What follows belongs to an exercise in optimizing a design on an open flow for small area, a short achievable clock period and few clock cycles per item; a production flow would make more cautious choices. The RTL was checked by simulation tests, not by an equivalence proof against the original design.

Design muldiv_unit, start of the top module:
module muldiv_unit (
    input  logic        clk,
    input  logic        rst,
    input  logic        start_i,
    input  logic [1:0]  op_i,
    input  logic [31:0] a_i,
    input  logic [31:0] b_i,
    input  logic        cancel_i,
    output logic        busy_o,
    output logic        done_o,
    output logic [31:0] hi_o,
    output logic [31:0] lo_o,
    output logic        divzero_o
);
    typedef enum logic [1:0] {IDLE = 2'd0, MUL = 2'd1, NORM = 2'd2, DIV = 2'd3} state_e;
    state_e       state_q;
    logic [4:0]   cnt_q;      
    logic [1:0]   last_q;     
    logic         hx_q;       
    logic [3:0]   one_q, two_q, bneg_q;   
    logic         ux_q;       
    logic         mlast_q;    
    logic [31:0]  hi_q, lo_q;
    logic [32:0]  d_q;        
    logic         sgn_q, negq_q, negr_q, negb_q, nsel_q, done_q, dz_q;
    function automatic logic [1:0] last_chunk(input logic [31:0] x, input logic sgn);
        logic [31:0] e;
        e = sgn ? (x ^ {32{x[31]}}) : x;
        if (e[31:8] == '0 && !(sgn && e[7]))        last_chunk = 2'd0;
        else if (e[31:16] == '0 && !(sgn && e[15])) last_chunk = 2'd1;
        else if (e[31:24] == '0 && !(sgn && e[23])) last_chunk = 2'd2;
        else                                        last_chunk = 2'd3;
    endfunction
    function automatic logic [5:0] clz(input logic [31:0] x);
        clz = 6'd32;
        for (int i = 0; i < 32; i++) if (x[i]) clz = 6'(31 - i);
    endfunction
    function automatic logic [5:0] mag_clz(input logic [31:0] x, input logic sgn);
        logic neg, pow2;
        neg  = sgn && x[31];
        pow2 = (x[30:0] & ~x[31:1]) == '0;
        mag_clz = clz(neg ? ~x : x) - 6'(neg && pow2);
  ...
Size in the first run: about 3800 cells after synthesis, roughly 130 flip-flops, roughly 140 I/O pins, roughly 29000 sq um of cells after synthesis.
Settings: LEC_CHECK=0, CAP_MARGIN=20, CORE_MARGIN=2, CORE_UTILIZATION=50, SETUP_SLACK_MARGIN=4.5, SLEW_MARGIN=20; clock period 10.5 ns.
run.sh (not shown) runs the stock make flow with config.mk's settings and CLKGATE_MAP_FILE= SYNTH_SCRIPT=/design/flow/synth_recipe.tcl, a recipe that flattens the netlist after the stock synthesis.
The starting point completed without violations.
Testbench counts at the start, summed over its fixed seeds: cycles 9,455, items 2,400.
Edit:
--- a/flow/config.mk
+++ b/flow/config.mk
@@ -6,4 +6,5 @@
 export NUM_CORES = 4
 export LEC_CHECK = 0
+export ABC_AREA = 1
 export CAP_MARGIN = 20
 export CORE_MARGIN = 2
=> Via count came out lower by 6.5%. Synthesized cell count came out higher by 7.4%. Hold slack loses 0.080 ns.
Edit:
--- a/flow/config.mk
+++ b/flow/config.mk
@@ -6,8 +6,7 @@
 export NUM_CORES = 4
 export LEC_CHECK = 0
-export ABC_AREA = 1
-export CAP_MARGIN = 20
+export CAP_MARGIN = 10
 export CORE_MARGIN = 2
 export CORE_UTILIZATION = 50
 export SETUP_SLACK_MARGIN = 4.5
-export SLEW_MARGIN = 20
+export SLEW_MARGIN = 10
Area after synthesis rose by 5.3%.
Wire length went up by about 14%.
Critical path depth goes down by 20.
Fmax stays flat.
Edit:
--- a/flow/config.mk
+++ b/flow/config.mk
@@ -6,7 +6,8 @@
 export NUM_CORES = 4
 export LEC_CHECK = 0
-export CAP_MARGIN = 10
+export CAP_MARGIN = 20
 export CORE_MARGIN = 2
 export CORE_UTILIZATION = 50
+export PLACE_DENSITY = 0.72
 export SETUP_SLACK_MARGIN = 4.5
-export SLEW_MARGIN = 10
+export SLEW_MARGIN = 20
What happened: Sequential share of layout area hardly moves. Final cell count is lower by about 0.4%. Worst hold slack got worse by 0.032 ns. Worst setup slack degrades by 0.013 ns. Clock skew fell by 0.0056 ns. Core utilization fell by 0.47 points.
Edit:
--- a/flow/config.mk
+++ b/flow/config.mk
@@ -9,5 +9,4 @@
 export CORE_MARGIN = 2
 export CORE_UTILIZATION = 50
-export PLACE_DENSITY = 0.72
-export SETUP_SLACK_MARGIN = 4.5
+export SETUP_SLACK_MARGIN = 4.25
 export SLEW_MARGIN = 20
=>
- The changed run finished clean
- setup slack is worse by 0.087 ns
- non-clock buffer count falls by 13
- area after synthesis stays the same

Another version of the RTL of muldiv_unit (not shown whole).
For scale: ~140 I/O pins, ~0.028 mm² of cells after synthesis.
==> flow/config.mk <==
export PLATFORM = sky130hd
export DESIGN_NAME = muldiv_unit
export DESIGN_NICKNAME = muldiv_unit
export VERILOG_FILES = /design/flow/design.v
export SDC_FILE = /design/flow/constraint.sdc
export NUM_CORES = 4
export LEC_CHECK = 0
export CAP_MARGIN = 20
export CORE_MARGIN = 2
export CORE_UTILIZATION = 55
export SETUP_SLACK_MARGIN = 4
export SLEW_MARGIN = 20
==> flow/constraint.sdc <==
create_clock -name core_clock -period 10.5 [get_ports {clk}]
set_input_delay 2.1000 -clock core_clock [delete_from_list [all_inputs] [get_ports {clk}]]
set_output_delay 2.1000 -clock core_clock [all_outputs]
set_load 0.01 [all_outputs]
The starting point completed with no timing, DRC or antenna violations.
Testbench counts at the start, summed over its fixed seeds: cycles 9,632, items 2,400.
Change:
CORE_UTILIZATION = 40   (was 55)
SETUP_SLACK_MARGIN = not set   (was 4)
Count of clock-buffer cells in the layout falls by 4.
Area after synthesis stays the same.
Cell area fell by 7.6%.

==> separate check: timing with driven ports <==
In the flow no input, the clock included, has a driving cell. The finished layouts below were timed again as built, in two steps.
Step 1 (the two cells are an assumption about what drives the block):
set clk [get_ports {clk}]
set_driving_cell -lib_cell sky130_fd_sc_hd__clkbuf_16 $clk
set_driving_cell -lib_cell sky130_fd_sc_hd__buf_2 [delete_from_list [all_inputs] $clk]
Step 2 adds t to the input delays and takes it off the output delays; t is the mean of the earliest and latest rising clock arrival at the registers after step 1. Input paths then give back, and output paths get back, about the clock's delay inside the block.
Three values: ideal ports, drivers, drivers and shift; two values: the first two.
| run | shift t [ns] | slack for setup (ns) | slew at the worst register clock pin (ns) | worst slew at a driven data input, ns |
|---|---|---|---|---|
| the first run of note 1 | 0.541 | 4.500 / 4.436 / 4.108 | 0.07 / 0.07 | 0.05 |
| the second run of note 1 | 0.529 | 4.385 / 4.359 / 3.890 | 0.07 / 0.07 | 0.04 |
| the third run of note 1 | 0.546 | 4.392 / 4.392 / 4.024 | 0.08 / 0.08 | 0.05 |
| the fourth run of note 1 | 0.546 | 4.378 / 4.324 / 4.024 | 0.07 / 0.07 | 0.04 |
| the fifth run of note 1 | 0.551 | 4.291 / 4.249 / 3.854 | 0.08 / 0.08 | 0.06 |
| the first run of note 2 | 0.575 | 3.613 / 3.613 / 3.539 | 0.07 / 0.07 | 0.20 |
| the second run of note 2 | 0.532 | 1.900 / 1.900 / 1.747 | 0.07 / 0.07 | 0.05 |
After both steps every run listed still meets setup and hold. For the second run of note 1, which loses most, drivers alone change the setup slack by -0.026 ns; drivers and shift together by -0.495 ns.
